Context: an optimization exercise on an open-source flow, tuned for small area and a short achievable clock period. The choices shown serve that exercise and are no tape-out recipe.
No run shown here included a check of the RTL's function; only the layout flow was run.

===== flow/design.v =====
package key_expansion_pkg;
    localparam int NR_DEFAULT = 10;
    function automatic logic [7:0] rcon_next(input logic [3:0] r);
        logic [7:0] val;
        val[0] = ~r[2] & ~r[1] & ~r[0];                      
        val[1] = r[3] | (~r[2] & ~r[1] & r[0]);              
        val[2] = (~r[2] & r[1] & ~r[0]) | (r[3] & r[0]);     
        val[3] = (~r[2] & r[1] & r[0]) | (r[3] & ~r[0]);     
        val[4] = r[3] | (r[2] & ~r[1] & ~r[0]);              
        val[5] = (r[2] & ~r[1] & r[0]) | (r[3] & r[0]);      
        val[6] = r[2] & r[1] & ~r[0];                        
        val[7] = r[2] & r[1] & r[0];                         
        rcon_next = val;
    endfunction
endpackage
module aes_sbox (
    input  logic [7:0] data,
    output logic [7:0] sub
);
    logic U0, U1, U2, U3, U4, U5, U6, U7;
    logic T1, T2, T3, T4, T5, T6, T7, T8, T9, T10, T11, T12;
    logic T13, T14, T15, T16, T17, T18, T19, T20, T21, T22, T23, Y24;
    logic T24, Y25, Z25, T25, T26, T27, M1, M2, A20, M4, M5, M6;
    logic M7, A22, M9, M11, M12, M13, M14, M15, B20, M17, B22, B23;
    logic C23, M20, M21, M22, M25, M26, M27, M33, M34, A23, M23, M24;
    logic M28, M29, M30, M31, M32, M35, M36, M37, M38, M39, M40, M41;
    logic M42, M43, M44, M45, M46, M47, M48, M49, M50, M51, M52, M53;
    logic M54, M55, M56, M57, M58, M59, M60, M61, M62, M63, L0, L1;
    logic L2, L3, L4, L5, L6, L7, L8, L9, L10, L11, L12, L13;
    logic L14, L15, L16, L17, L18, L19, L20, L21, L22, L23, L24, L25;
    logic L26, L27, L28, L29;
    assign {U0, U1, U2, U3, U4, U5, U6, U7} = data;
    assign T1 = U0 ^ U3;
    assign T2 = U0 ^ U5;
    assign T3 = U0 ^ U6;
    assign T4 = U3 ^ U5;
    assign T5 = U4 ^ U6;
    assign T6 = T1 ^ T5;
    assign T7 = U1 ^ U2;
    assign T8 = U7 ^ T6;
    assign T9 = U7 ^ T7;
    assign T10 = T6 ^ T7;
    assign T11 = U1 ^ U5;
    assign T12 = U2 ^ U5;
    assign T13 = T3 ^ T4;
    assign T14 = T6 ^ T11;
    assign T15 = T5 ^ T11;
    assign T16 = T5 ^ T12;
    assign T17 = T9 ^ T16;
    assign T18 = U3 ^ U7;
    assign T19 = T7 ^ T18;
    assign T20 = T1 ^ T19;
    assign T21 = U6 ^ U7;
    assign T22 = T7 ^ T21;
    assign T23 = T2 ^ T22;
    assign Y24 = T7 ^ T4;
    assign T24 = Y24 ^ T5;
    assign Y25 = U0 ^ U2;
    assign Z25 = U5 ^ T5;
    assign T25 = Y25 ^ Z25;
    assign T26 = T3 ^ T16;
    assign T27 = T1 ^ T12;
    assign M1 = T13 & T6;
    assign M2 = T23 & T8;
    assign A20 = T14 ^ M1;
    assign M4 = T19 & U7;
    assign M5 = M4 ^ M1;
    assign M6 = T3 & T16;
    assign M7 = T22 & T9;
    assign A22 = T26 ^ M7;
    assign M9 = T20 & T17;
    assign M11 = T1 & T15;
    assign M12 = T4 & T27;
    assign M13 = M12 ^ M11;
    assign M14 = T2 & T10;
    assign M15 = M14 ^ M11;
    assign B20 = M2 ^ M13;
    assign M17 = M5 ^ T24;
    assign B22 = M6 ^ M13;
    assign B23 = M6 ^ M11;
    assign C23 = B23 ^ T25;
    assign M20 = A20 ^ B20;
    assign M21 = M17 ^ M15;
    assign M22 = A22 ^ B22;
    assign M25 = M22 & M20;
    assign M26 = M21 ^ M25;
    assign M27 = M20 ^ M21;
    assign M33 = M27 ^ M25;
    assign M34 = M21 & M22;
    assign A23 = M9 ^ M14;
    assign M23 = A23 ^ C23;
    assign M24 = M22 ^ M23;
    assign M28 = M23 ^ M25;
    assign M29 = M28 & M27;
    assign M30 = M26 & M24;
    assign M31 = M20 & M23;
    assign M32 = M27 & M31;
    assign M35 = M24 & M34;
    assign M36 = M24 ^ M25;
    assign M37 = M21 ^ M29;
    assign M38 = M32 ^ M33;
    assign M39 = M23 ^ M30;
    assign M40 = M35 ^ M36;
    assign M41 = M38 ^ M40;
    assign M42 = M37 ^ M39;
    assign M43 = M37 ^ M38;
    assign M44 = M39 ^ M40;
    assign M45 = M42 ^ M41;
    assign M46 = M44 & T6;
    assign M47 = M40 & T8;
    assign M48 = M39 & U7;
    assign M49 = M43 & T16;
    assign M50 = M38 & T9;
    assign M51 = M37 & T17;
    assign M52 = M42 & T15;
    assign M53 = M45 & T27;
    assign M54 = M41 & T10;
    assign M55 = M44 & T13;
    assign M56 = M40 & T23;
    assign M57 = M39 & T19;
    assign M58 = M43 & T3;
    assign M59 = M38 & T22;
    assign M60 = M37 & T20;
    assign M61 = M42 & T1;
    assign M62 = M45 & T4;
    assign M63 = M41 & T2;
    assign L0 = M61 ^ M62;
    assign L1 = M50 ^ M56;
    assign L2 = M46 ^ M48;
    assign L3 = M47 ^ M55;
    assign L4 = M54 ^ M58;
    assign L5 = M49 ^ M61;
    assign L6 = M62 ^ L5;
    assign L7 = M46 ^ L3;
    assign L8 = M51 ^ M59;
    assign L9 = M52 ^ M53;
    assign L10 = M53 ^ L4;
    assign L11 = M60 ^ L2;
    assign L12 = M48 ^ M51;
    assign L13 = M50 ^ L0;
    assign L14 = M52 ^ M61;
    assign L15 = M55 ^ L1;
    assign L16 = M56 ^ L0;
    assign L17 = M57 ^ L1;
    assign L18 = M58 ^ L8;
    assign L19 = M63 ^ L4;
    assign L20 = L0 ^ L1;
    assign L21 = L1 ^ L7;
    assign L22 = L3 ^ L12;
    assign L23 = L18 ^ L2;
    assign L24 = L15 ^ L9;
    assign L25 = L6 ^ L10;
    assign L26 = L7 ^ L9;
    assign L27 = L8 ^ L10;
    assign L28 = L11 ^ L14;
    assign L29 = L11 ^ L17;
    assign sub[7] = L6 ^ L24;
    assign sub[6] = ~(L16 ^ L26);
    assign sub[5] = ~(L19 ^ L28);
    assign sub[4] = L6 ^ L21;
    assign sub[3] = L20 ^ L22;
    assign sub[2] = L25 ^ L29;
    assign sub[1] = ~(L13 ^ L27);
    assign sub[0] = ~(L6 ^ L23);
endmodule
module key_expansion
#(
    parameter int NR = key_expansion_pkg::NR_DEFAULT
) (
    input  logic            clk,
    input  logic            rst_n,
    input  logic            start_in,
    input  logic [31:0]     K0_in,
    input  logic [31:0]     K1_in,
    input  logic [31:0]     K2_in,
    input  logic [31:0]     K3_in,
    input  logic            ready_in,
    output logic [31:0]     D0_out,
    output logic [31:0]     D1_out,
    output logic [31:0]     D2_out,
    output logic [31:0]     D3_out,
    output logic            valid_out,
    output logic [3:0]      round_out,
    output logic            busy_out,
    output logic            done_out
);
    logic        valid_q, idle_q, done_q;
    logic        valid_d;
    logic [31:0] w0_q, w1_q, w2_q, w3_q;
    logic [3:0]  round_q;
    logic [31:0] sub_word;
    logic [31:0] t_word;
    logic [31:0] rc_word;
    logic [31:0] p0, p1, p2, p3;
    logic [31:0] sel_ld, sel_adv, sel_hold;
    logic [3:0]  round_d;
    logic        last;
    for (genvar i = 0; i < 4; i++) begin : g_sbox
        aes_sbox u_sbox (
            .data (w3_q[(8*i + 24) % 32 +: 8]),
            .sub  (sub_word[8*i +: 8])
        );
    end
    assign rc_word  = {key_expansion_pkg::rcon_next(round_q), 24'h000000};
    assign p0       = w0_q ^ rc_word;
    assign p1       = p0 ^ w1_q;
    assign p2       = p1 ^ w2_q;
    assign p3       = p2 ^ w3_q;
    assign sel_ld   = {32{idle_q}};
    assign sel_adv  = {32{~idle_q & ready_in}};
    assign sel_hold = {32{~idle_q & ~ready_in}};
    assign t_word   = sel_adv & sub_word;       
    assign last     = round_q[3] & round_q[1];    
    assign round_d  = ({4{~idle_q & ready_in}} & (round_q + 4'd1))
                    | ({4{~idle_q & ~ready_in}} & round_q);
    assign valid_d = idle_q ? start_in : !(ready_in && last);
    always_ff @(posedge clk or negedge rst_n) begin
        if (!rst_n) begin
            valid_q <= 1'b0;
            idle_q  <= 1'b1;
            done_q  <= 1'b0;
        end else begin
            valid_q <= valid_d;
            idle_q  <= !valid_d;
            done_q  <= !idle_q && ready_in && last;
        end
    end
    always_ff @(posedge clk) begin
        w0_q    <= (idle_q ? K0_in : (ready_in ? p0 : w0_q)) ^ t_word;
        w1_q    <= (idle_q ? K1_in : (ready_in ? p1 : w1_q)) ^ t_word;
        w2_q    <= (idle_q ? K2_in : (ready_in ? p2 : w2_q)) ^ t_word;
        w3_q    <= (idle_q ? K3_in : (ready_in ? p3 : w3_q)) ^ t_word;
        round_q <= round_d;
    end
    assign D0_out    = w0_q;
    assign D1_out    = w1_q;
    assign D2_out    = w2_q;
    assign D3_out    = w3_q;
    assign round_out = round_q;
    assign valid_out = valid_q;
    assign busy_out  = valid_q;
    assign done_out  = done_q;
endmodule

===== flow/flow/run.sh =====
#!/bin/bash
# Layout flow: the standard ORFS flow (standard.sh), with extra make variables from
# flow/make_args.txt (one VAR=value per line) and, if flow/abc.script exists, that ABC
# script in place of ORFS's abc_speed.script and abc_area.script (a copy of ORFS's scripts folder is used).
# Each ORFS step writes its own log under orfs/logs/; make's output goes to make.log.
set -euo pipefail
HERE=$(pwd)
ARGS=()
if [[ -f flow/abc.script ]]; then
  rm -rf "$HERE/scripts"
  cp -r "$FLOW_HOME/scripts" "$HERE/scripts"
  cp flow/abc.script "$HERE/scripts/abc_speed.script"
  cp flow/abc.script "$HERE/scripts/abc_area.script"
  ARGS+=("SCRIPTS_DIR=$HERE/scripts")
fi
if [[ -f flow/make_args.txt ]]; then
  while IFS= read -r line; do
    [[ -n "$line" && "$line" != \#* ]] && ARGS+=("$line")
  done < flow/make_args.txt
fi
echo "make args: ${ARGS[*]}" > make.log
bash standard.sh "${ARGS[@]}" finish >> make.log 2>&1

===== flow/flow/abc.script =====
strash
dch
map -D 3300
topo
stime -c
buffer -c
upsize -c
dnsize -c

===== flow/flow/make_args.txt =====
ABC_CLOCK_PERIOD_IN_PS=3300
CORE_UTILIZATION=50
SETUP_SLACK_MARGIN=12.35
BUFFER_PORTS_ARGS=-buffer_cell sky130_fd_sc_hd__buf_1
CTS_ARGS=-sink_clustering_enable -repair_clock_nets -buf_list sky130_fd_sc_hd__clkbuf_8 -dont_use_dummy_load

===== flow/standard.sh =====
#!/bin/bash
# synth_recipe.tcl (not shown) runs the flow's synth.tcl, then flattens the netlist and writes it again
# the make line also repeats each setting of config.mk as NAME=value (left out here)
make -C /OpenROAD-flow-scripts/flow DESIGN_CONFIG=/design/flow/config.mk WORK_HOME=/design/flow/orfs CLKGATE_MAP_FILE= SYNTH_SCRIPT=/design/flow/synth_recipe.tcl "${@:-finish}"

===== flow/config.mk =====
export PLATFORM = sky130hd
export DESIGN_NAME = key_expansion
export DESIGN_NICKNAME = key_expansion
export VERILOG_FILES = /design/flow/design.v
export SDC_FILE = /design/flow/constraint.sdc
export NUM_CORES = 4
export LEC_CHECK = 0
export CAP_MARGIN = 20
export CORE_MARGIN = 2
export CORE_UTILIZATION = 40
export SLEW_MARGIN = 20

===== flow/constraint.sdc =====
create_clock -name core_clock -period 17.0 [get_ports {clk}]
set_input_delay 3.4000 -clock core_clock [delete_from_list [all_inputs] [get_ports {clk}]]
set_output_delay 3.4000 -clock core_clock [all_outputs]
set_load 0.01 [all_outputs]

==> results of run 1 <==
-- critical path: cells and delay by family --
| family | cells | cell delay [ns] |
|---|---|---|
| buf+inv | 5 | 0.82 |
| compound gates | 2 | 0.34 |
| xor+xnor | 1 | 0.16 |
| simple gates | 1 | 0.15 |
-- cells in the final DEF (no fill, tap or decap), types with 4 or more instances in the layout --
cell type  instances
o21ai_1            9
dfxtp_2           13
xnor2_1          148
buf_4              4
buf_1            265
nand3_1           26
o22ai_1           41
mux2i_1           24
dfxtp_1          118
nand2_2           18
a22oi_1           27
nor2_1           111
xnor2_2           13
nor2_2             7
xor2_2            28
nor3_1            11
nand2_1          284
clkbuf_8          17
o211ai_1           4
xor2_1           221
nand2_4            4
ha_1               5
or2_1             17
inv_2             32
o21ai_0           69
a21oi_1          132
inv_1            101
nor2_4             6
o21ai_2           28
-- kinds of logic after synthesis --
family / count (synthesis) / share of synthesized area [%]
compound gates: 317 / 15.71
xor+xnor: 414 / 33.52
flops: 135 / 23.55
fa+ha+maj: 5 / 0.5419
mux: 24 / 2.081
simple gates: 493 / 18.01
buf+inv: 193 / 6.579
-- layer usage --
layer	vias up	part of all wire (%)	global-route usage, %
met5	-	0	0
met4	0	1.3	6.815
met3	27	6.3	4.361
met2	380	46	46.33
met1	5062	47	39.23
li1	5510	-	-
-- cells in the mapped netlist (all sizes together) --
cell    count
nand3      26
nand2     306
buf        18
a21o        1
xor2      252
a31oi       2
a21oi     135
mux2i      24
o211ai      4
or2        20
inv       135
and2        5
nand4       1
o21a        1
dfstp       1
o22ai      41
ha          5
o21ai     106
clkinv      2
nor3       11
dfxtp     132
nor2      124
xnor2     162
a22oi      27
dfrtp       2
clkbuf     38
-- repair_timing --
item	in CTS	in global routing
hold endpoints to repair	0	0
buffers inserted	0	2
gates cloned	2	2
gates resized for setup	13	45
pin swaps	0	3
endpoints found under the setup margin	135	117
-- through the flow --
stage	instance area [µm²]	instances	hold WS, ns	worst slack [ns]	utilization [%]
after floorplan	11570	1581	0.5104	12.34	-
after global placement	12720	2081	0.5495	10.91	56.18
after detailed placement	12720	2081	0.5511	10.88	56.18
after CTS	13070	2100	0.5924	12.35	57.73
after global routing	13310	2105	0.6258	12.27	58.79
final	13310	2105	0.5944	12.40	58.79
-- sequential cells by signal, indices dropped and copies added, names as in the netlist --
signal and count:
w2_q 32, w0_q 32, round_q 4, w1_q 32
w3_q 32, done_q 1, idle_q 1, valid_q 1
-- cell type report --
| class | count | area share, % |
|---|---|---|
| Antenna cell | 1 | 0.01880 |
| Multi-Input combinational cell | 1253 | 62.03 |
| Timing Repair inverter | 1 | 0.03760 |
| Timing Repair Buffer | 276 | 8.827 |
| Clock buffer | 17 | 1.758 |
| Inverter | 137 | 4.042 |
| Tap cell | 285 | 2.679 |
| Sequential cell | 135 | 20.61 |
-- worst max path at each step --
stage / startpoint / end / slack, ns / cells after the start
floorplan: ready_in / w2_q[30]$_DFF_P_ / 12.34 / 8
global placement: ready_in / w3_q[26]$_DFF_P_ / 10.91 / 9
detailed placement: ready_in / w3_q[26]$_DFF_P_ / 10.88 / 9
CTS: w3_q[0]$_DFF_P_ / D3_out[0] / 12.35 / 1
global route: w3_q[25]$_DFF_P_ / w1_q[7]$_DFF_P_ / 12.27 / 26
finish: ready_in / w3_q[26]$_DFF_P_ / 12.40 / 9
==> run_results.csv, run 1 <==
group,metric,value,unit
final_layout,multi_input_area,0.008257,mm²
clock_network,cts_max_level,4,
worst_setup_path,timing.critical_path.fanout_max,25,
worst_setup_path,cpMostUsedCell,"buf_12",
worst_setup_path,path_class,"primary input to register",
die,core-area,0.02264,mm²
sta,hold_violations,0,
final_layout,fillCellCount,2246,
outcome,outcome,"timing/DRC/antenna clean",
routing,ant_nets,0,
clock_network,cts_num_sinks,135,
synth,syn-cell-area,0.01154,mm²
final_layout,nNetsFinal,1958,
clock_network,clock_latency,0.45,ns
die,die_y,155.9,µm
die,dieArea,0.02432,mm²
clock_network,cts_hold_buf,0,
hold_path,hold_class,"register to register",
routing,dr.pass1.iters,5,
final_layout,regArea,0.002743,mm²
global_route,grt_pass1_vias,10160,
global_route,grt_antenna_before_repair,1,
worst_setup_path,end_kind,"register",
worst_setup_path,reg2reg_depth,26,
hold_path,min_to,"round_q[3]$_DFF_P_",
synth,syn_nets,1718,
worst_setup_path,critPathMaxStageDelay,0.21,ns
global_route,grt_pass1_wl,53830,µm
clock_network,path_clk_slew,0.09,ns
placement,hpwl,27290,µm
clock_network,cts_tree,"yes",
synth,synth_top_area_cell,"dfxtp_1",
placement,io_buffers,266,
routing,routed_wl,35990,µm
clock_network,clockRootBuffer,"clkbuf_8",
routing,route.detailed.drc,0,
worst_setup_path,slowest_stage,"buf_12",
synth,syn_area_per_cell,7.301,µm²
routing,drt_iter0_drc,892,
sta,final.setup.tns,0,ns
die,rows,55,
worst_setup_path,critPathArrivalTime,4.89,ns
global_route,grt-ovfl-total,0,
run,cap_violations,0,
routing,post_drt_wl_per_cell,17.10,µm
synth,syn_inst,1581,
worst_setup_path,rr_startpoint,"w3_q[25]$_DFF_P_",
hold_path,whs_path_depth,2,
routing,viasPerCell,5.216,
synth,synth_seq_area_share,23.55,%
clock_network,cts_buffers,17,
hold_path,min_from,"round_q[3]$_DFF_P_",
placement,gp_congestion,0.9204,
global_route,grtUsageTotal,28.31,%
die,ios,267,
worst_setup_path,crit_path_cell_trace,"clkbuf_2 -> buf_12 -> clkinv_4 -> nor2_4 -> buf_12 -> inv_6 -> a21oi_1 -> o21ai_2 -> xor2_1",
sta,period_minus_slack,4.597,ns
sta,fmax,0.2175,GHz
routing,dr_total_vias,10980,
worst_setup_path,r2r_slack,12.61,ns
sta,fin_worst_skew,0.04146,ns
die,start_util,50.99,%
die,die_x,155.9,µm
synth,yosysTopAreaCellShare,22.89,%
sta,slew_violations,0,
synth,yosysWarnings,1,
global_route,grt_max_degree,70,
final_layout,drive_gt1_share,10.67,%
synth,ys_ff_latch,135,
sta,relSlewSlack,39.90,%
sta,setup_viol_count_final,0,
sta,tightest_slew,0.9015,ns
worst_setup_path,r2r-end,"w1_q[7]$_DFF_P_",
sta,period_share,27.04,%
worst_setup_path,cp-start-kind,"primary input",
synth,synth.distinct_cells,44,
final_layout,area_growth,15.30,%
worst_setup_path,cp_data_required_time,17.29,ns
clock_network,max-clock-path-buffers,2,
synth,synth_area_leaders,"dfxtp_1 (23%), xor2_1 (18%), xnor2_1 (11%)",
sta,rsz0062_at_grt,"yes",
==> run 2: changes to the inputs <==
--- a/flow/flow/make_args.txt
+++ b/flow/flow/make_args.txt
@@ -2,3 +2,3 @@
 CORE_UTILIZATION=50
-SETUP_SLACK_MARGIN=12.35
+SETUP_SLACK_MARGIN=12.5
 BUFFER_PORTS_ARGS=-buffer_cell sky130_fd_sc_hd__buf_1
==> run 2 against run 1 <==
- sequential share of layout area down 0.13 points
- fmax increased by 2.8%
- die area stayed put
- critical path type is now register to output port
- final area grew 2.8%
- area after synthesis is the same
- non-clock buffer count increased by 5
==> run_results.csv, run 2 <==
group,metric,value,unit
placement,hpwl,26530,µm
clock_network,max-clock-path-buffers,2,
synth,synth-async-reset-ratio,2.222,%
die,die_y,155.9,µm
sta,relSlewSlack,51.69,%
synth,ys_ff_latch,135,
worst_setup_path,crit_buf_inv,1,
routing,routed_wl,35140,µm
global_route,grtUsageTotal,28.11,%
routing,route.detailed.drc,0,
clock_network,cts_max_level,4,
sta,rsz0062_at_grt,"yes",
final_layout,final_common_cell,"nand2_1",
sta,hold_violations,0,
global_route,grt-ovfl-total,0,
worst_setup_path,critPathArrivalTime,1.07,ns
outcome,outcome,"timing/DRC/antenna clean",
routing,drt_iter0_drc,752,
worst_setup_path,crit_family,"flip-flops",
routing,dr.pass1.iters,5,
die,die_x,155.9,µm
sta,setup_viol_count_final,0,
global_route,grt_pass1_vias,10430,
synth,syn-cell-area,0.01154,mm²
clock_network,cts_buffers,17,
worst_setup_path,crit_path_cell_trace,"buf_1",
synth,synth_flop_cell,"dfxtp_1",
placement,gp_congestion,0.8691,
synth,yosysTopAreaCellShare,22.89,%
worst_setup_path,cp_data_required_time,13.60,ns
sta,fin_worst_skew,0.04419,ns
sta,fmax,0.2237,GHz
synth,synth_edf_count,0,
synth,syn_area_per_cell,7.301,µm²
sta,final.setup.tns,0,ns
worst_setup_path,slowest_stage,"dfxtp_2",
die,core-area,0.02264,mm²
worst_setup_path,path_class,"register to output port",
placement,io_buffers,266,
sta,period_share,26.30,%
clock_network,cts_tree,"yes",
routing,viasPerCell,5.240,
worst_setup_path,cp-start-kind,"register",
synth,yosysMostFrequentCell,"nand2_1",
final_layout,drive_gt1_share,14.31,%
synth,syn_nets,1718,
clock_network,path_clk_slew,0.09,ns
synth,synth.distinct_cells,44,
run,cap_violations,0,
worst_setup_path,timing.critical_path.fanout_max,8,
die,start_util,50.99,%
clock_network,clockRootBuffer,"clkbuf_8",
global_route,grt_antenna_before_repair,1,
die,ios,267,
sta,period_minus_slack,4.471,ns
hold_path,hold_class,"register to register",
global_route,grt_pass1_wl,54120,µm
synth,synth_area_leaders,"dfxtp_1 (23%), xor2_1 (18%), xnor2_1 (11%)",
die,dieArea,0.02432,mm²
synth,yosysWarnings,1,
synth,synth_seq_area_share,23.55,%
final_layout,nNetsFinal,1963,
die,rows,55,
synth,synthTopCellsByCount,"nand2_1 (287), xor2_1 (237), xnor2_1 (149), a21oi_1 (133), dfxtp_1 (132)",
final_layout,final_cells,2110,
final_layout,mostFrequentLayoutCells,"nand2_1 (280), buf_1 (259), xor2_1 (217)",
routing,dr_total_vias,11060,
worst_setup_path,critPathMaxStageDelay,0.45,ns
clock_network,cts_hold_buf,0,
final_layout,area_growth,18.57,%
placement,dp_cells,2080,
worst_setup_path,end_kind,"output port",
clock_network,cts_num_sinks,135,
final_layout,fillCellCount,2151,
sta,tightest_slew,0.7247,ns
global_route,grt_max_degree,63,
clock_network,clock_latency,0.46,ns
sta,slew_violations,0,
synth,synth_top_area_cell,"dfxtp_1",
routing,ant_nets,0,
routing,post_drt_wl_per_cell,16.65,µm
synth,syn_inst,1581,
## run 2: cell counts after synthesis
No cell type changed its count.
## run 2: area by class of cell
class | instances | area [µm²] | area share (%)
inverter | 137 | 543.0 | 3.967
sequential | 135 | 2803 | 20.48
tap | 285 | 356.6 | 2.605
antenna | 1 | 2.502 | 0.01828
multi-input combinational | 1253 | 8546 | 62.44
clock buffer | 17 | 234.0 | 1.709
timing repair inverter | 1 | 5.005 | 0.03657
timing repair buffer | 281 | 1197 | 8.749
## run 2: repair_timing
| item | CTS | global route |
|---|---|---|
| gates resized for setup | 42 | 85 |
| buffers inserted | 0 | 10 |
| setup endpoints to repair | 159 | 141 |
| pin swaps | 0 | 9 |
| endpoints found under the hold margin | 0 | 0 |
| cloned | 1 | 1 |
## run 2: final timing paths
| kind | to | start | slack [ns] | cells after the start |
|---|---|---|---|---|
| max | D3_out[10] | w3_q[10]$_DFF_P_ | 12.53 | 1 |
| min | done_q$_DFF_PN0_ | round_q[3]$_DFF_P_ | 0.53 | 2 |
| max reg2reg | w0_q[14]$_DFF_P_ | w3_q[1]$_DFF_P_ | 12.80 | 22 |
| min reg2reg | done_q$_DFF_PN0_ | round_q[3]$_DFF_P_ | 0.53 | 2 |
| max in group asynchronous | idle_q$_DFF_PN1_ | rst_n | 14.01 | 1 |
| min in group asynchronous | done_q$_DFF_PN0_ | rst_n | 2.74 | 1 |
## run 2: cells by family (layout without fill, tap and decap cells)
family	Yosys count	count (layout)	share of synthesized area, %
buffers and inverters	193	436	6.579
XOR/XNOR	414	414	33.52
multiplexers	24	24	2.081
AND/OR/NAND/NOR	493	493	18.01
adder cells (fa/ha/maj)	5	5	0.5419
flip-flops	135	135	23.55
other	0	1	0
AO/OA/AOI/OAI	317	317	15.71
## run 2: layer usage
layer  vias to the layer above  track usage (%)  routed length, µm
met1                      5146            37.15              15790
met3                        47            4.694               1999
met2                       333            47.05              16580
li1                       5531                -                  -
met5                         -                0                  0
met4                         0            8.563                766
## run 2: metrics by stage
| step | util, % | setup slack, ns | cell area (µm²) | hold slack [ns] |
|---|---|---|---|---|
| finish | 60.45 | 12.53 | 13690 | 0.5337 |
| CTS | 58.09 | 12.50 | 13150 | 0.5340 |
| global placement | 56.50 | 11.20 | 12790 | 0.5145 |
| floorplan | - | 12.50 | 11700 | 0.5104 |
| global route | 60.45 | 12.45 | 13690 | 0.5762 |
| detailed placement | 56.50 | 11.16 | 12790 | 0.5199 |
==> run 3: changes to the inputs <==
--- a/flow/flow/make_args.txt
+++ b/flow/flow/make_args.txt
@@ -2,3 +2,3 @@
 CORE_UTILIZATION=50
-SETUP_SLACK_MARGIN=12.5
+SETUP_SLACK_MARGIN=12.6
 BUFFER_PORTS_ARGS=-buffer_cell sky130_fd_sc_hd__buf_1
==> run 3 against run 2 <==
- core utilization rose by 6.2 points
- die area did not move
- final area rose by 10%
- critical path depth rose by 8
- still clean
- critical endpoint is now w3_q[31]$_DFF_P_
- critical path type is now primary input to register
- non-clock buffer count rose by 57
- fmax rose by 1.6%
- largest cell class unchanged
- via count rose by 2.9%
- highest routed layer is now met5
==> run_results.csv, run 3 <==
group,metric,value,unit
worst_setup_path,path_class,"primary input to register",
final_layout,multi_input_area,0.009085,mm²
routing,dr_total_vias,11380,
routing,drt_iter0_drc,849,
clock_network,clockRootBuffer,"clkbuf_8",
die,die_y,155.9,µm
synth,synthTopCellsByCount,"nand2_1 (287), xor2_1 (237), xnor2_1 (149), a21oi_1 (133), dfxtp_1 (132)",
sta,period_minus_slack,4.402,ns
final_layout,fillCellCount,2052,
synth,synth_area_leaders,"dfxtp_1 (23%), xor2_1 (18%), xnor2_1 (11%)",
final_layout,mostFrequentLayoutCells,"nand2_1 (268), xor2_1 (191), buf_1 (137)",
clock_network,clock_latency,0.47,ns
placement,dp_cells,2081,
die,core-area,0.02264,mm²
synth,synth.distinct_cells,44,
die,rows,55,
sta,tightest_slew,0.8386,ns
routing,ant_nets,0,
routing,post_drt_wl_per_cell,17.68,µm
clock_network,cts_max_level,4,
final_layout,final_cells,2169,
worst_setup_path,timing.critical_path.fanout_max,13,
final_layout,final_common_cell,"nand2_1",
synth,syn_area_per_cell,7.301,µm²
synth,synth_edf_count,0,
final_layout,drive_gt1_share,31.12,%
worst_setup_path,cp-start-kind,"primary input",
global_route,grt_max_degree,67,
clock_network,cts_num_sinks,135,
worst_setup_path,rr_startpoint,"w3_q[5]$_DFF_P_",
synth,synthMuxAreaShare,2.081,%
sta,period_share,25.90,%
die,dieArea,0.02432,mm²
synth,yosysTopAreaCellShare,22.89,%
sta,setup_viol_count_final,0,
global_route,grtUsageTotal,30.31,%
synth,syn_nets,1718,
hold_path,hold_class,"register to register",
synth,synth_flop_cell,"dfxtp_1",
sta,relSlewSlack,44.10,%
synth,synth_compound_area_share,15.71,%
global_route,grt_pass1_wl,57300,µm
synth,syn-cell-area,0.01154,mm²
global_route,grt_pass1_vias,10630,
worst_setup_path,critPathLaunch,"ready_in",
die,die_x,155.9,µm
sta,fmax,0.2272,GHz
synth,synth_top_area_cell,"dfxtp_1",
sta,fin_worst_skew,0.04399,ns
clock_network,cts_buffers,17,
synth,yosysWarnings,1,
outcome,outcome,"timing/DRC/antenna clean",
final_layout,regArea,0.002953,mm²
clock_network,max-clock-path-buffers,2,
placement,hpwl,27700,µm
placement,io_buffers,266,
synth,synth_top_family_by_area,"XOR/XNOR gates",
routing,routed_wl,38350,µm
worst_setup_path,cp_data_required_time,17.32,ns
placement,gp_congestion,0.8836,
die,ios,267,
hold_path,min_from,"round_q[3]$_DFF_P_",
routing,dr.pass1.iters,5,
final_layout,nNetsFinal,2022,
synth,ys_ff_latch,135,
worst_setup_path,critPathArrivalTime,4.72,ns
synth,synth_seq_area_share,23.55,%
routing,route.detailed.drc,0,
synth,synth-simple-area-share,18.01,%
synth,synth-async-reset-ratio,2.222,%
synth,syn_inst,1581,
synth,synth_fa_ha_area_share,0.5419,%
final_layout,area_growth,30.76,%
sta,rsz0062_at_grt,"yes",
worst_setup_path,end_kind,"register",
global_route,grt-ovfl-total,0,
run,cap_violations,0,
sta,final.setup.tns,0,ns
sta,slew_violations,0,
synth,synth_xor_area_share,33.52,%
routing,viasPerCell,5.248,
synth,yosysMostFrequentCell,"nand2_1",
clock_network,path_clk_slew,0.09,ns
clock_network,cts_tree,"yes",
die,start_util,50.99,%
sta,hold_slack,0.5189,ns
global_route,grt_antenna_before_repair,1,
sta,hold_violations,0,
[run 3: final cells by class]
cell class	instances	share of cell area [%]
inverter	137	3.589
multi-input combinational	1254	60.19
timing repair inverter	2	0.09947
sequential	135	19.56
timing repair buffer	338	12.63
antenna	1	0.01658
clock buffer	17	1.550
tap	285	2.362
[run 3: path summary, 6_finish.rpt]
path / cells past startpoint / endpoint / slack, ns
hold / removal: 2 / done_q$_DFF_PN0_ / 0.52
max in group asynchronous: 1 / idle_q$_DFF_PN1_ / 13.99
setup / recovery: 9 / w3_q[31]$_DFF_P_ / 12.60
hold reg to reg: 2 / done_q$_DFF_PN0_ / 0.52
min in group asynchronous: 1 / done_q$_DFF_PN0_ / 2.74
setup reg to reg: 22 / w2_q[10]$_DFF_P_ / 12.78
[run 3: critical path, cell delays in order]
cell	delay [ns]
buf_2	0.14
buf_12	0.16
clkinv_8	0.09
nor2_4	0.23
buf_6	0.16
inv_8	0.07
a21oi_1	0.16
o21ai_2	0.13
xor2_1	0.16
[run 3: routing by layer]
layer	vias up	GRT usage, %	part of all wire [%]
met3	53	6.222	5.9
li1	5610	-	-
met4	2	9.742	2.6
met1	5329	40.14	44
met5	-	0	0.034
met2	388	49.52	47
[run 3: cells by family after synthesis]
logic type	count (synthesis)
buffers and inverters	193
AOI/OAI and AO/OA	317
xor gates and xnor gates	414
adders and majority gates	5
muxes	24
DFF	135
and+or+nand+nor	493
[run 3: what timing repair did]
item / 4_1_cts / 5_1_grt
setup endpoints to repair: 255 / 203
pin swaps: 3 / 33
hold buffers: 0 / 0
resized for setup: 246 / 225
cloned: 4 / 0
setup buffers: 40 / 26
[run 3: through the flow]
step	setup slack (ns)	cell area, µm²	utilization (%)
2_1_floorplan	12.51	11720	-
3_3_place_gp	10.93	12800	56.53
3_5_place_dp	10.92	12800	56.53
4_1_cts	12.57	13800	60.97
5_1_grt	12.53	15090	66.66
6_report	12.60	15090	66.67
==> run 4: changes to the inputs <==
--- a/flow/design.v
+++ b/flow/design.v
@@ -191,3 +191,2 @@
     logic [31:0] sub_word;
-    logic [31:0] t_word;
     logic [31:0] rc_word;
@@ -211,3 +210,2 @@
     assign sel_hold = {32{~idle_q & ~ready_in}};
-    assign t_word   = sel_adv & sub_word;       
     assign last     = round_q[3] & round_q[1];    
@@ -228,6 +226,6 @@
     always_ff @(posedge clk) begin
-        w0_q    <= (idle_q ? K0_in : (ready_in ? p0 : w0_q)) ^ t_word;
-        w1_q    <= (idle_q ? K1_in : (ready_in ? p1 : w1_q)) ^ t_word;
-        w2_q    <= (idle_q ? K2_in : (ready_in ? p2 : w2_q)) ^ t_word;
-        w3_q    <= (idle_q ? K3_in : (ready_in ? p3 : w3_q)) ^ t_word;
+        w0_q    <= (sel_ld & K0_in) | (sel_adv & (p0 ^ sub_word)) | (sel_hold & w0_q);
+        w1_q    <= (sel_ld & K1_in) | (sel_adv & (p1 ^ sub_word)) | (sel_hold & w1_q);
+        w2_q    <= (sel_ld & K2_in) | (sel_adv & (p2 ^ sub_word)) | (sel_hold & w2_q);
+        w3_q    <= (sel_ld & K3_in) | (sel_adv & (p3 ^ sub_word)) | (sel_hold & w3_q);
         round_q <= round_d;
--- a/flow/flow/make_args.txt
+++ b/flow/flow/make_args.txt
@@ -2,3 +2,3 @@
 CORE_UTILIZATION=50
-SETUP_SLACK_MARGIN=12.6
+SETUP_SLACK_MARGIN=12.35
 BUFFER_PORTS_ARGS=-buffer_cell sky130_fd_sc_hd__buf_1
==> run 4 against run 3 <==
- still clean on timing, DRC and antenna
- die area fell by 1.2%
- sequential share of layout area rose by 0.062 points
- flip-flop and latch count did not move
- first-iteration DRC count fell by 33%
- clock skew fell by 0.012 ns
- non-clock buffer count fell by 23
- synthesized cell count fell by 6.2%
- wire length fell by 9.6%
- highest routed layer unchanged
==> run_results.csv, run 4 <==
group,metric,value,unit
clock_network,path_clk_slew,0.06,ns
worst_setup_path,r2r-end,"w3_q[28]$_DFF_P_",
sta,fmax,0.2186,GHz
placement,hpwl,26150,µm
routing,drt_iter0_drc,565,
synth,syn-cell-area,0.01141,mm²
sta,rsz0062_at_grt,"yes",
die,dieArea,0.02404,mm²
worst_setup_path,cp-start-kind,"register",
sta,period_share,26.91,%
synth,syn_area_per_cell,7.691,µm²
synth,syn_nets,1620,
synth,synth_flop_cell,"dfxtp_1",
worst_setup_path,timing.critical_path.fanout_max,9,
routing,dr_total_vias,10710,
worst_setup_path,crit_family,"flip-flops",
global_route,grt-ovfl-total,0,
final_layout,diodes,0,
global_route,grt_pass1_vias,10040,
run,cap_violations,0,
synth,yosysTopAreaCellShare,23.17,%
die,die_y,155.0,µm
final_layout,final_common_cell,"nand2_1",
worst_setup_path,crit_path_cell_trace,"buf_1",
sta,hold_slack,0.5155,ns
hold_path,hold_class,"register to register",
global_route,grt_pass1_wl,52670,µm
placement,io_buffers,266,
worst_setup_path,reg2reg_depth,24,
final_layout,mostFrequentLayoutCells,"nand2_1 (306), buf_1 (266), xor2_1 (193)",
die,die_x,155.0,µm
synth,yosysWarnings,1,
sta,setup_viol_count_final,0,
worst_setup_path,cp-endpoint,"D3_out[8]",
clock_network,max-clock-path-buffers,2,
die,ios,267,
routing,dr.pass1.iters,6,
die,rows,55,
clock_network,clockRootBuffer,"clkbuf_8",
die,core-area,0.02250,mm²
routing,route.detailed.drc,0,
routing,ant_nets,0,
sta,fin_worst_skew,0.03208,ns
final_layout,drive_gt1_share,17.69,%
die,start_util,50.69,%
clock_network,cts_max_level,4,
worst_setup_path,end_kind,"output port",
sta,period_minus_slack,4.575,ns
clock_network,cts_tree,"yes",
worst_setup_path,slowest_stage,"dfxtp_2",
clock_network,cts_num_sinks,135,
placement,gp_congestion,0.9457,
global_route,grt_max_degree,73,
routing,viasPerCell,5.242,
synth,synthTopCellsByCount,"nand2_1 (319), xor2_1 (260), dfxtp_1 (132), a22oi_1 (128), xnor2_1 (116)",
worst_setup_path,r2r_slack,12.48,ns
worst_setup_path,rr_startpoint,"w3_q[19]$_DFF_P_",
synth,synth_edf_count,0,
sta,tightest_slew,0.8080,ns
routing,routed_wl,34650,µm
worst_setup_path,crit_buf_inv,1,
global_route,grt_antenna_before_repair,1,
synth,synth_top_area_cell,"dfxtp_1",
sta,slew_violations,0,
sta,setup_ws,12.43,ns
worst_setup_path,worstSetupPathDepth,1,
worst_setup_path,cp_data_required_time,13.60,ns
sta,relSlewSlack,46.13,%
synth,yosysMostFrequentCell,"nand2_1",
worst_setup_path,path_class,"register to output port",
placement,pre_cts_ws,11.72,ns
worst_setup_path,critPathMaxStageDelay,0.51,ns
outcome,outcome,"timing/DRC/antenna clean",
synth,synth_area_leaders,"dfxtp_1 (23%), xor2_1 (20%), nand2_1 (10%)",
synth,syn_inst,1483,
worst_setup_path,critPathArrivalTime,1.17,ns
final_layout,multi_input_area,0.009064,mm²
global_route,grtUsageTotal,27.87,%
clock_network,cts_buffers,17,
sta,final.setup.tns,0,ns
final_layout,regArea,0.002781,mm²
routing,post_drt_wl_per_cell,16.96,µm
final_layout,area_growth,24.27,%
synth,synth-async-reset-ratio,2.222,%
synth,ys_ff_latch,135,
synth,synth_seq_area_share,23.84,%
worst_setup_path,critPathLaunch,"w3_q[8]$_DFF_P_",
final_layout,fillCellCount,2098,
synth,synth.distinct_cells,55,
clock_network,clock_latency,0.48,ns
sta,hold_violations,0,
final_layout,nNetsFinal,1897,
## run 4: cell types whose count changed after synthesis, moves of 32 or more
cell,delta
a22oi_1,+101
a21oi_1,-79
nor2_1,-78
o22ai_1,-37
xnor2_1,-33
nand2_1,+32
## run 4: worst min-delay path: cells and delay by family (launching register included)
family | cells | cell delay (ns)
DFF | 1 | 0.34
AOI/OAI and AO/OA | 2 | 0.14
## run 4: how the worst min path moves through the flow
stage / from / to / slack, ns / depth (start not counted)
global placement: w0_q[29]$_DFF_P_ / w0_q[29]$_DFF_P_ / 0.49 / 2
floorplan: w2_q[26]$_DFF_P_ / w2_q[26]$_DFF_P_ / 0.52 / 2
global route: w1_q[25]$_DFF_P_ / w1_q[25]$_DFF_P_ / 0.55 / 2
CTS: w0_q[29]$_DFF_P_ / w0_q[29]$_DFF_P_ / 0.51 / 2
detailed placement: w0_q[29]$_DFF_P_ / w0_q[29]$_DFF_P_ / 0.49 / 2
finish: w0_q[29]$_DFF_P_ / w0_q[29]$_DFF_P_ / 0.52 / 2
## run 4: per-stage QoR
stage | util, % | cells | area, µm²
after floorplan | - | 1483 | 11410
final | 62.99 | 2043 | 14170
after detailed placement | 55.81 | 1982 | 12560
after global routing | 62.99 | 2043 | 14170
after CTS | 58.09 | 2007 | 13070
after global placement | 55.81 | 1982 | 12560
## run 4: repair_timing
item / in CTS / in global routing
hold buffers: 0 / 0
setup endpoints to repair: 90 / 107
gates resized for setup: 44 / 138
setup buffers: 8 / 36
pin swaps: 8 / 29
## run 4: final cells by class
cell class	instances	share of cell area, %
flip-flops and latches	135	19.62
repair buffers	315	9.693
well taps	285	2.516
clock buffers	17	1.651
inverters	95	2.569
multi-input cells	1196	63.95
## run 4: logic make-up (layout without fill, tap and decap cells)
| kind of cell | count (synthesis) | count (layout) | synth area share [%] |
|---|---|---|---|
| compound gates | 326 | 326 | 17.68 |
| xor+xnor | 424 | 424 | 36.17 |
| fa+ha+maj | 5 | 5 | 0.5485 |
| buf+inv | 152 | 427 | 5.408 |
| flops | 135 | 135 | 23.84 |
| simple gates | 441 | 441 | 16.36 |
## run 4: layer usage
| layer | wire length [µm] | global-route usage, % | share of wire [%] | vias up |
|---|---|---|---|---|
| met5 | 13 | 0 | 0.038 | - |
| li1 | - | - | - | 5304 |
| met1 | 14790 | 35.12 | 43 | 5018 |
| met2 | 16970 | 47.70 | 49 | 338 |
| met4 | 784 | 9.921 | 2.3 | 2 |
| met3 | 2094 | 5.292 | 6.0 | 47 |
==> run 5: changes to the inputs <==
--- a/flow/flow/make_args.txt
+++ b/flow/flow/make_args.txt
@@ -2,3 +2,3 @@
 CORE_UTILIZATION=50
-SETUP_SLACK_MARGIN=12.35
+SETUP_SLACK_MARGIN=12.5
 BUFFER_PORTS_ARGS=-buffer_cell sky130_fd_sc_hd__buf_1
==> run 5 against run 4 <==
- fmax increased by 1.8%
- wire length increased by 2.9%
- first-iteration DRC count increased by 25%
- register-to-register slack improved by 0.03 ns
- critical path depth increased by 19
- critical path type is now register to register
- critical endpoint is now w3_q[24]$_DFF_P_
- largest cell class unchanged
==> run_results.csv, run 5 <==
group,metric,value,unit
outcome,outcome,"timing/DRC/antenna clean",
die,ios,267,
worst_setup_path,critPathMaxStageDelay,0.43,ns
routing,viasPerCell,5.263,
synth,synth_compound_area_share,17.68,%
worst_setup_path,cp-start-kind,"register",
sta,slew_violations,0,
sta,period_minus_slack,4.492,ns
final_layout,mostFrequentLayoutCells,"nand2_1 (281), buf_1 (258), xor2_1 (180)",
global_route,grt_max_degree,99,
worst_setup_path,cp_data_required_time,17.33,ns
placement,hpwl,25590,µm
synth,ys_ff_latch,135,
synth,synth_flop_cell,"dfxtp_1",
synth,syn_inst,1483,
synth,synth.distinct_cells,55,
sta,fmax,0.2226,GHz
clock_network,path_clk_slew,0.10,ns
clock_network,cts_max_level,4,
worst_setup_path,slowest_stage,"dfxtp_4",
worst_setup_path,timing.critical_path.fanout_max,8,
routing,ant_nets,0,
global_route,grt_antenna_before_repair,1,
sta,hold_violations,0,
placement,gp_congestion,0.9081,
sta,period_share,26.42,%
synth,synth_fa_ha_area_share,0.5485,%
clock_network,cts_num_sinks,135,
synth,syn_nets,1620,
synth,synth_xor_area_share,36.17,%
sta,setup_viol_count_final,0,
synth,yosysWarnings,1,
synth,yosysTopAreaCellShare,23.17,%
placement,placed_cell_area,0.01255,mm²
final_layout,multi_input_area,0.009672,mm²
die,start_util,50.69,%
sta,final.setup.tns,0,ns
final_layout,fin_area,0.01513,mm²
synth,synth_edf_count,0,
worst_setup_path,cpMostUsedCell,"xor2_4",
worst_setup_path,critPathArrivalTime,4.82,ns
die,die_y,155.0,µm
synth,synthMuxAreaShare,0,%
final_layout,area_growth,32.61,%
die,die_x,155.0,µm
final_layout,final_common_cell,"nand2_1",
sta,relSlewSlack,48.40,%
routing,drt_iter0_drc,705,
worst_setup_path,path_class,"register to register",
clock_network,cts_hold_buf,0,
placement,io_buffers,266,
hold_path,hold_class,"register to register",
routing,dr_total_vias,10930,
synth,yosysMostFrequentCell,"nand2_1",
synth,synth_area_leaders,"dfxtp_1 (23%), xor2_1 (20%), nand2_1 (10%)",
sta,tightest_slew,0.7741,ns
synth,syn-cell-area,0.01141,mm²
worst_setup_path,end_kind,"register",
routing,dr.pass1.iters,5,
final_layout,fillCellCount,1987,
die,dieArea,0.02404,mm²
clock_network,clockRootBuffer,"clkbuf_8",
placement,dp_cells,1981,
final_layout,regArea,0.002836,mm²
routing,route.detailed.drc,0,
sta,fin_worst_skew,0.04690,ns
synth,synth_seq_area_share,23.84,%
clock_network,max-clock-path-buffers,2,
sta,rsz0062_at_grt,"yes",
final_layout,nNetsFinal,1929,
global_route,grtUsageTotal,27.35,%
final_layout,final_cells,2077,
die,rows,55,
routing,routed_wl,35670,µm
global_route,grt_pass1_wl,52120,µm
synth,synth-async-reset-ratio,2.222,%
synth,synth_top_area_cell,"dfxtp_1",
routing,post_drt_wl_per_cell,17.17,µm
die,core-area,0.02250,mm²
global_route,grt_pass1_vias,9938,
synth,synth_top_family_by_area,"XOR/XNOR gates",
clock_network,cts_tree,"yes",
global_route,grt-ovfl-total,0,
final_layout,drive_gt1_share,24.19,%
synth,synth-simple-area-share,16.36,%
worst_setup_path,crit_path_cell_trace,"xor2_2 -> xor2_1 -> nand2_1 -> xnor2_1 -> xor2_1 -> xnor2_2 -> nand2_2 -> nand2_2 -> o21ai_4 -> nand2_4 -> xor2_4 -> xor2_4 -> o211ai_2 -> nand2_4 -> xor2_4 -> buf_4 -> xor2_4 -> xor2_4 -> xor2_1 -> o21ai_1",
synth,synthTopCellsByCount,"nand2_1 (319), xor2_1 (260), dfxtp_1 (132), a22oi_1 (128), xnor2_1 (116)",
clock_network,clock_latency,0.47,ns
run,cap_violations,0,
synth,syn_area_per_cell,7.691,µm²
clock_network,cts_buffers,17,
[run 5: final cells by class]
cell class | count | area share [%]
Clock buffer | 17 | 1.547
Sequential cell | 135 | 18.75
Tap cell | 285 | 2.358
Multi-Input combinational cell | 1197 | 63.94
Timing Repair Buffer | 346 | 10.97
Antenna cell | 2 | 0.03309
Inverter | 95 | 2.399
[run 5: metrics by stage]
stage / hold WS [ns] / util (%) / worst slack [ns]
floorplan: 0.5153 / - / 12.56
global placement: 0.4963 / 55.77 / 11.68
detailed placement: 0.4940 / 55.77 / 11.66
CTS: 0.5095 / 59.09 / 12.50
global route: 0.5472 / 67.19 / 12.33
finish: 0.5019 / 67.22 / 12.51
[run 5: what timing repair did]
| item | 4_1_cts | 5_1_grt |
|---|---|---|
| cloned | 0 | 1 |
| setup endpoints to repair | 158 | 148 |
| hold endpoints to repair | 0 | 0 |
| pin swaps | 7 | 87 |
| setup buffers | 15 | 61 |
| resized for setup | 89 | 247 |
[run 5: kinds of logic (layout without fill, tap and decap cells)]
| family | count (synthesis) | count (layout) |
|---|---|---|
| AND/OR/NAND/NOR | 441 | 442 |
| buffers and inverters | 152 | 458 |
| flip-flops | 135 | 135 |
| XOR/XNOR | 424 | 424 |
| AO/OA/AOI/OAI | 326 | 326 |
| other | 0 | 2 |
| adder cells (fa/ha/maj) | 5 | 5 |
[run 5: worst paths after layout]
check,startpoint,end,slack (ns),cells after the start
hold reg to reg,w2_q[26]$_DFF_P_,w2_q[26]$_DFF_P_,0.50,2
min in group asynchronous,rst_n,done_q$_DFF_PN0_,2.74,1
setup reg to reg,w3_q[18]$_DFF_P_,w3_q[24]$_DFF_P_,12.51,20
hold / removal,w2_q[26]$_DFF_P_,w2_q[26]$_DFF_P_,0.50,2
max in group asynchronous,rst_n,idle_q$_DFF_PN1_,14.04,1
setup / recovery,w3_q[18]$_DFF_P_,w3_q[24]$_DFF_P_,12.51,20
[run 5: per-layer routing]
metal / share of wire, % / global-route usage, %
met2: 51 / 48.70
met1: 41 / 34.10
met4: 1.9 / 6.570
met3: 5.8 / 5.265
met5: 0 / 0
[run 5: critical path: cells and delay by family, from the launching register on]
family,cells,cell delay (ns)
buffers and inverters,1,0.19
DFF,1,0.43
xor gates and xnor gates,11,2.76
and+or+nand+nor,5,0.69
AOI/OAI and AO/OA,3,0.29
==> run 6: changes to the inputs <==
--- a/flow/design.v
+++ b/flow/design.v
@@ -21,12 +21,11 @@
     logic T1, T2, T3, T4, T5, T6, T7, T8, T9, T10, T11, T12;
-    logic T13, T14, T15, T16, T17, T18, T19, T20, T21, T22, T23, Y24;
-    logic T24, Y25, Z25, T25, T26, T27, M1, M2, A20, M4, M5, M6;
-    logic M7, A22, M9, M11, M12, M13, M14, M15, B20, M17, B22, B23;
-    logic C23, M20, M21, M22, M25, M26, M27, M33, M34, A23, M23, M24;
-    logic M28, M29, M30, M31, M32, M35, M36, M37, M38, M39, M40, M41;
-    logic M42, M43, M44, M45, M46, M47, M48, M49, M50, M51, M52, M53;
-    logic M54, M55, M56, M57, M58, M59, M60, M61, M62, M63, L0, L1;
-    logic L2, L3, L4, L5, L6, L7, L8, L9, L10, L11, L12, L13;
-    logic L14, L15, L16, L17, L18, L19, L20, L21, L22, L23, L24, L25;
-    logic L26, L27, L28, L29;
+    logic T13, T14, T15, T16, T17, T18, T19, T20, T21, T22, T23, T24;
+    logic T25, T26, T27, M1, M2, M3, M4, M5, M6, M7, M8, M9;
+    logic M10, M11, M12, M13, M14, M15, M16, M17, M18, M19, M20, M21;
+    logic M22, M23, M24, M25, M26, M27, M28, M29, M30, M31, M32, M33;
+    logic M34, M35, M36, M37, M38, M39, M40, M41, M42, M43, M44, M45;
+    logic M46, M47, M48, M49, M50, M51, M52, M53, M54, M55, M56, M57;
+    logic M58, M59, M60, M61, M62, M63, L0, L1, L2, L3, L4, L5;
+    logic L6, L7, L8, L9, L10, L11, L12, L13, L14, L15, L16, L17;
+    logic L18, L19, L20, L21, L22, L23, L24, L25, L26, L27, L28, L29;
     assign {U0, U1, U2, U3, U4, U5, U6, U7} = data;
@@ -55,7 +54,4 @@
     assign T23 = T2 ^ T22;
-    assign Y24 = T7 ^ T4;
-    assign T24 = Y24 ^ T5;
-    assign Y25 = U0 ^ U2;
-    assign Z25 = U5 ^ T5;
-    assign T25 = Y25 ^ Z25;
+    assign T24 = T2 ^ T10;
+    assign T25 = T20 ^ T17;
     assign T26 = T3 ^ T16;
@@ -64,3 +60,3 @@
     assign M2 = T23 & T8;
-    assign A20 = T14 ^ M1;
+    assign M3 = T14 ^ M1;
     assign M4 = T19 & U7;
@@ -69,4 +65,5 @@
     assign M7 = T22 & T9;
-    assign A22 = T26 ^ M7;
+    assign M8 = T26 ^ M6;
     assign M9 = T20 & T17;
+    assign M10 = M9 ^ M6;
     assign M11 = T1 & T15;
@@ -76,10 +73,11 @@
     assign M15 = M14 ^ M11;
-    assign B20 = M2 ^ M13;
+    assign M16 = M3 ^ M2;
     assign M17 = M5 ^ T24;
-    assign B22 = M6 ^ M13;
-    assign B23 = M6 ^ M11;
-    assign C23 = B23 ^ T25;
-    assign M20 = A20 ^ B20;
+    assign M18 = M8 ^ M7;
+    assign M19 = M10 ^ M15;
+    assign M20 = M16 ^ M13;
     assign M21 = M17 ^ M15;
-    assign M22 = A22 ^ B22;
+    assign M22 = M18 ^ M13;
+    assign M23 = M19 ^ T25;
+    assign M24 = M22 ^ M23;
     assign M25 = M22 & M20;
@@ -87,7 +85,2 @@
     assign M27 = M20 ^ M21;
-    assign M33 = M27 ^ M25;
-    assign M34 = M21 & M22;
-    assign A23 = M9 ^ M14;
-    assign M23 = A23 ^ C23;
-    assign M24 = M22 ^ M23;
     assign M28 = M23 ^ M25;
@@ -97,2 +90,4 @@
     assign M32 = M27 & M31;
+    assign M33 = M27 ^ M25;
+    assign M34 = M21 & M22;
     assign M35 = M24 & M34;
@@ -191,2 +186,3 @@
     logic [31:0] sub_word;
+    logic [31:0] t_word;
     logic [31:0] rc_word;
@@ -210,2 +206,3 @@
     assign sel_hold = {32{~idle_q & ~ready_in}};
+    assign t_word   = sel_adv & sub_word;       
     assign last     = round_q[3] & round_q[1];    
@@ -226,6 +223,6 @@
     always_ff @(posedge clk) begin
-        w0_q    <= (sel_ld & K0_in) | (sel_adv & (p0 ^ sub_word)) | (sel_hold & w0_q);
-        w1_q    <= (sel_ld & K1_in) | (sel_adv & (p1 ^ sub_word)) | (sel_hold & w1_q);
-        w2_q    <= (sel_ld & K2_in) | (sel_adv & (p2 ^ sub_word)) | (sel_hold & w2_q);
-        w3_q    <= (sel_ld & K3_in) | (sel_adv & (p3 ^ sub_word)) | (sel_hold & w3_q);
+        w0_q    <= (idle_q ? K0_in : (ready_in ? p0 : w0_q)) ^ t_word;
+        w1_q    <= (idle_q ? K1_in : (ready_in ? p1 : w1_q)) ^ t_word;
+        w2_q    <= (idle_q ? K2_in : (ready_in ? p2 : w2_q)) ^ t_word;
+        w3_q    <= (idle_q ? K3_in : (ready_in ? p3 : w3_q)) ^ t_word;
         round_q <= round_d;
==> flow/flow/abc.script (replaced) <==
strash
dch
map -D 3000
topo
stime -c
buffer -c
upsize -c
dnsize -c
==> flow/flow/make_args.txt (replaced) <==
ABC_CLOCK_PERIOD_IN_PS=3000
CORE_UTILIZATION=50
SETUP_SLACK_MARGIN=12.35
BUFFER_PORTS_ARGS=-buffer_cell sky130_fd_sc_hd__buf_1
CTS_ARGS=-sink_clustering_enable -repair_clock_nets -buf_list sky130_fd_sc_hd__clkbuf_8 -dont_use_dummy_load
==> run 6 against run 5 <==
- critical path type is now register to output port
- critical endpoint is now D3_out[16]
- critical path depth shrank 19
- final cell count grew 2.5%
- final area shrank 8.2%
- still clean on timing, DRC and antenna
- count of clock-buffer cells in the layout is the same
- clock skew shrank 0.016 ns
- via count is essentially flat
- worst hold slack gained 0.065 ns
- setup slack lost 0.077 ns
==> run_results.csv, run 6 <==
group,metric,value,unit
sta,fmax,0.2189,GHz
hold_path,min_to,"done_q$_DFF_PN0_",
clock_network,cts_max_level,4,
sta,tightest_slew,0.8098,ns
worst_setup_path,critPathArrivalTime,1.17,ns
synth,synth_edf_count,0,
die,die_x,156.8,µm
die,ios,267,
worst_setup_path,end_kind,"output port",
synth,synth-async-reset-ratio,2.222,%
final_layout,regArea,0.002774,mm²
final_layout,area_growth,19.01,%
routing,post_drt_wl_per_cell,16.74,µm
routing,drt_iter0_drc,779,
placement,hpwl,25990,µm
die,rows,55,
synth,synth_seq_area_share,23.30,%
final_layout,final_common_cell,"buf_1",
worst_setup_path,cp-start-kind,"register",
die,start_util,51.22,%
routing,viasPerCell,5.135,
placement,gp_congestion,0.9067,
hold_path,whs_path_depth,2,
worst_setup_path,crit_family,"flip-flops",
sta,relSlewSlack,46.02,%
global_route,grt-ovfl-total,0,
hold_path,hold_class,"register to register",
synth,synth_area_leaders,"dfxtp_1 (23%), xor2_1 (15%), xnor2_1 (11%)",
synth,ys_ff_latch,135,
clock_network,clock_latency,0.46,ns
die,die_y,156.8,µm
synth,yosysMostFrequentCell,"nand2_1",
clock_network,cts_buffers,17,
placement,pre_cts_ws,11.14,ns
synth,synth.distinct_cells,54,
clock_network,max-clock-path-buffers,2,
global_route,grt_pass1_wl,53050,µm
clock_network,cts_tree,"yes",
worst_setup_path,path_class,"register to output port",
sta,setup_ws,12.43,ns
routing,route.detailed.drc,0,
sta,hold_violations,0,
clock_network,cts_hold_buf,0,
routing,dr_total_vias,10930,
clock_network,cts_num_sinks,135,
placement,placed_cell_area,0.01288,mm²
clock_network,path_clk_slew,0.09,ns
synth,synth_top_area_cell,"dfxtp_1",
worst_setup_path,slowest_stage,"dfxtp_2",
global_route,grt_max_degree,67,
worst_setup_path,critPathLaunch,"w3_q[16]$_DFF_P_",
synth,syn-cell-area,0.01167,mm²
die,core-area,0.02278,mm²
die,dieArea,0.02457,mm²
sta,period_minus_slack,4.569,ns
worst_setup_path,cp_data_required_time,13.60,ns
synth,yosysWarnings,1,
sta,setup_viol_count_final,0,
final_layout,fin_area,0.01389,mm²
synth,synth_flop_cell,"dfxtp_1",
sta,slew_violations,0,
worst_setup_path,timing.critical_path.fanout_max,7,
run,cap_violations,0,
synth,synthTopCellsByCount,"nand2_1 (253), xor2_1 (204), xnor2_1 (150), dfxtp_1 (132), a21oi_1 (128)",
worst_setup_path,crit_path_cell_trace,"buf_1",
worst_setup_path,r2r_slack,12.58,ns
routing,routed_wl,35620,µm
worst_setup_path,critPathMaxStageDelay,0.50,ns
global_route,grt_antenna_before_repair,1,
global_route,grtUsageTotal,27.67,%
routing,dr.pass1.iters,5,
synth,syn_area_per_cell,7.562,µm²
worst_setup_path,rr_startpoint,"w3_q[22]$_DFF_P_",
sta,rsz0062_at_grt,"yes",
final_layout,mostFrequentLayoutCells,"buf_1 (265), nand2_1 (245), xor2_1 (191)",
sta,hold_slack,0.5667,ns
synth,syn_inst,1543,
placement,io_buffers,266,
final_layout,multi_input_area,0.008523,mm²
routing,ant_nets,0,
sta,period_share,26.88,%
final_layout,fillCellCount,2145,
final_layout,nNetsFinal,1958,
hold_path,min_from,"round_q[3]$_DFF_P_",
final_layout,diodes,0,
synth,yosysTopAreaCellShare,22.65,%
global_route,grt_pass1_vias,10070,
sta,fin_worst_skew,0.03083,ns
clock_network,clockRootBuffer,"clkbuf_8",
sta,final.setup.tns,0,ns
outcome,outcome,"timing/DRC/antenna clean",
final_layout,drive_gt1_share,14.49,%
worst_setup_path,crit_buf_inv,1,
worst_setup_path,reg2reg_depth,19,
synth,syn_nets,1684,
worst_setup_path,r2r-end,"w2_q[30]$_DFF_P_",
==> run 6: cell types whose count changed after synthesis, sizes merged, moves of 24 or more <==
cell,change
a22oi,-99
mux2i,+24
xor2,-59
nand2,-59
o21ai,-25
inv,+37
nor2,+84
o22ai,+39
xnor2,+38
a21oi,+78
==> run 6: area by class of cell <==
cell class	count	area share, %
Clock buffer	17	1.685
Inverter	131	3.622
Multi-Input combinational cell	1223	61.38
Sequential cell	135	19.98
Tap cell	313	2.820
Timing Repair Buffer	308	10.46
Timing Repair inverter	1	0.05406
==> run 6: per-stage QoR <==
stage               cells  util [%]
CTS                  2097     58.43
global placement     2073     56.56
finish               2128     60.96
floorplan            1543         -
detailed placement   2073     56.56
global route         2128     60.96
==> run 6: per-layer routing <==
layer / global-route usage, % / wire [µm] / vias up
li1: - / - / 5499
met1: 37.88 / 16250 / 5024
met2: 45.84 / 16810 / 368
met3: 4.292 / 2082 / 37
met4: 6.378 / 480 / 0
met5: 0 / 0 / -
==> run 6: worst max-delay path by stage <==
stage,endpoint,depth (start not counted)
2_1_floorplan,w1_q[3]$_DFF_P_,8
4_1_cts,w1_q[7]$_DFF_P_,25
3_5_place_dp,w1_q[24]$_DFF_P_,8
6_report,D3_out[16],1
5_1_grt,w0_q[17]$_DFF_P_,22
3_3_place_gp,w1_q[24]$_DFF_P_,8
==> run 6: cell families (layout without fill, tap and decap cells) <==
family / Yosys count / count (layout) / synth area share, %
DFF: 135 / 135 / 23.30
and+or+nand+nor: 462 / 462 / 16.92
AOI/OAI and AO/OA: 325 / 325 / 16.51
buffers and inverters: 185 / 457 / 6.188
adders and majority gates: 9 / 9 / 0.9652
xor gates and xnor gates: 403 / 403 / 34.05
muxes: 24 / 24 / 2.059
==> run 6: repair_timing <==
item / 4_1_cts / 5_1_grt
endpoints found under the setup margin: 137 / 132
hold endpoints to repair: 0 / 0
cloned: 2 / 2
pin swaps: 1 / 26
buffers inserted: 5 / 29
gates resized for setup: 23 / 71

==> static timing again, ports no longer ideal <==
How much do the figures lean on ideal ports? The routed layouts below were timed once more, with nothing changed but the port constraints.
Step 1 sets driving cells, clkbuf_16 on the clock port and buf_2 on the other inputs (assumed; they add their load-dependent delay and slew).
Step 2 times the ports against the registers' clock, not the clock port: input delays grow and output delays shrink by t, the midpoint of the rising clock arrivals with the driver on.
Slacks: ideal / step 1 / step 2; pairs: ideal / step 1.
run	shift t [ns]	slack for setup (ns)	latest minus earliest clock arrival (ns)	worst register clock-pin slew, ns
run 1	0.473	12.403 / 12.392 / 11.951	0.041 / 0.041	0.10 / 0.10
run 2	0.479	12.529 / 12.486 / 12.075	0.045 / 0.044	0.10 / 0.10
run 3	0.494	12.598 / 12.557 / 12.126	0.045 / 0.045	0.10 / 0.10
run 4	0.506	12.425 / 12.377 / 12.076	0.037 / 0.037	0.10 / 0.10
run 5	0.490	12.508 / 12.466 / 12.177	0.047 / 0.047	0.10 / 0.10
run 6	0.492	12.431 / 12.387 / 11.983	0.031 / 0.031	0.09 / 0.09
After both steps setup and hold are still met in every run listed. For run 3, which loses most, drivers alone change the setup slack by -0.041 ns; drivers and shift together by -0.472 ns.
